Background: an optimization exercise with open tools, aiming at small area, a short achievable clock period and few clock cycles per item. Do not read the settings as production practice.
In this exercise RTL edits were held to simulation tests only and were not proved equivalent to the original.

== exp/delta ==
==> flow/design.v (excerpt) <==
module sptc_ctrl (
  input  logic                 reset,
  input  logic                 clk,
  input  logic                 load_valid,
  input  logic                 load_target,
  input  logic [7:0][7:0]      load_data,
  input  logic [3:0][1:0]      load_index,
  input  logic                 start,
  output logic [1:0]           state,
  output logic                 result_valid,
  output logic [2:0]           result_row,
  output logic [7:0][31:0]     result_data
);
  logic [3:0][7:0]      a_val [8];
  logic [3:0][1:0]      a_idx [8];
  logic [7:0][7:0][7:0] b_mem;
  logic [2:0] pa_q, pb_q;
  logic       ready, load_wr, go, wr_a, wr_b;
  logic [3:0] oc_q;        
  logic [3:0] nk;          
  logic       v3_q, h3_q;  
  logic [2:0]       nr;
  logic [3:0][7:0]  rd_a;
  logic [3:0][1:0]  rd_idx;
  logic [3:0][3:0]  e_one, e_two, e_neg;
  logic [3:0][3:0][7:0] x_nxt;
  logic [3:0][3:0]      s1_one, s1_two, s1_neg;
  logic [3:0][3:0][7:0] s1_x;
  logic [3:0][17:0] c_nxt;
  logic [3:0][17:0] lo_q;
  logic [7:0][17:0] c_q;
  assign ready   = ~state[1];
  assign load_wr = load_valid & ready;
  assign go      = start & ready;
  assign wr_a    = load_wr & (load_target == sptc_ctrl_pkg::tgt_a);
  assign wr_b    = load_wr & (load_target == sptc_ctrl_pkg::tgt_b);
  always_ff @(posedge reset or posedge clk) begin
    if (clk) begin
      state        <= sptc_ctrl_pkg::st_idle;
  ...
Size: roughly 1,400 flip-flops, ~84,000 sq um of cells after synthesis.
make LEC_CHECK=0 ABC_CLOCK_PERIOD_IN_PS=3200 CAP_MARGIN=20 CELL_PAD_IN_SITES_DETAIL_PLACEMENT=1 CELL_PAD_IN_SITES_GLOBAL_PLACEMENT=1 CORE_MARGIN=2 CORE_UTILIZATION=50 CTS_CLUSTER_DIAMETER=45 CTS_CLUSTER_SIZE=16 PLACE_DENSITY=0.65 SETUP_SLACK_MARGIN=4.8 SLEW_MARGIN=20 finish   # period 8.0 ns
run.sh (not shown) runs the stock make flow with config.mk's settings and CLKGATE_MAP_FILE= SYNTH_SCRIPT=/design/flow/synth_recipe.tcl, a recipe that flattens the netlist after the stock synthesis.
Both conditions hold for exp/delta: the flow ran to the end and the final layout passed the timing, design-rule and antenna checks.
Testbench counts of exp/delta, summed over its fixed seeds: cycles 10,240, jobs 320.
Input changes introduced in exp/lagoon (baseline for comparison: exp/delta):
diff --git a/flow/config.mk b/flow/config.mk
--- a/flow/config.mk
+++ b/flow/config.mk
@@ -12,6 +12,4 @@
 export CORE_MARGIN = 2
-export CORE_UTILIZATION = 50
-export CTS_CLUSTER_DIAMETER = 45
-export CTS_CLUSTER_SIZE = 16
-export PLACE_DENSITY = 0.65
+export CORE_UTILIZATION = 30
+export PLACE_DENSITY = 0.45
 export SETUP_SLACK_MARGIN = 4.8
Results
Per the comparison of exp/lagoon with exp/delta, fill cell instance count of the final layout rose by about 80%, buffers plus inverters on the worst setup path fell by 1, utilization of the core after routing fell by 24 points.
exp/lagoon — non-clock buffer count in the final layout about 0.6% lower, exp/delta as reference
The final reports for exp/lagoon and exp/delta show number of tap cells inserted higher in the former.
Higher area added between synthesis and finish was reported by exp/lagoon, not exp/delta.
What exp/ember does differently from exp/lagoon at the input level:
diff --git a/flow/config.mk b/flow/config.mk
--- a/flow/config.mk
+++ b/flow/config.mk
@@ -12,5 +12,5 @@
 export CORE_MARGIN = 2
-export CORE_UTILIZATION = 30
-export PLACE_DENSITY = 0.45
-export SETUP_SLACK_MARGIN = 4.8
+export CORE_UTILIZATION = 50
+export PLACE_DENSITY = 0.65
+export SETUP_SLACK_MARGIN = 5.0
 export SLEW_MARGIN = 20
Notes after the runs:
Compared with exp/lagoon, exp/ember has extra setup slack. Comparing exp/lagoon against exp/ember, there is no change at all in number of routed nets with antenna violations. Compared with exp/lagoon, exp/ember shows a higher design area. exp/ember finished every stage and its layout cleared the timing, design-rule and antenna checks. Looking at all-layer global routing usage, exp/ember sits 15 points higher than exp/lagoon does. As far as post-synthesis async set-or-reset flop share goes, exp/ember and exp/lagoon are indistinguishable; the numbers are identical. Diff exp/lagoon -> exp/ember: post-place instance area moved down.

## port drivers added, routing unchanged
The results above use ideal ports. As a check the final layouts listed here were re-extracted and re-timed, cells and wires unchanged.
Step 1 sets driving cells, clkbuf_16 on the clock port and buf_2 on the other inputs (assumed; they add their load-dependent delay and slew).
Step 2, shift: input delay + t, output delay - t, t = (earliest + latest rising clock arrival at the registers) / 2. This alone moves slack from input paths to output paths.
Slacks: ideal ports / drivers / drivers and shift; pairs: ideal ports / drivers.
| run | t, ns | setup slack, ns | hold slack, ns | clock arrival spread, ns | worst slew at a driven data input, ns |
|---|---|---|---|---|---|
| exp/delta | 0.941 | 4.505 / 4.505 / 3.911 | 0.328 / 0.328 / 0.328 | 0.075 / 0.075 | 0.24 |
| exp/lagoon | 0.971 | 4.443 / 4.443 / 3.854 | 0.344 / 0.344 / 0.344 | 0.105 / 0.104 | 0.17 |
| exp/ember | 0.921 | 4.498 / 4.498 / 3.984 | 0.345 / 0.345 / 0.345 | 0.074 / 0.074 | 0.23 |
After both steps setup and hold are still met in every run listed. The setup slack of exp/delta, which loses most, moves by 0.000 ns with the drivers and by -0.594 ns with both steps.
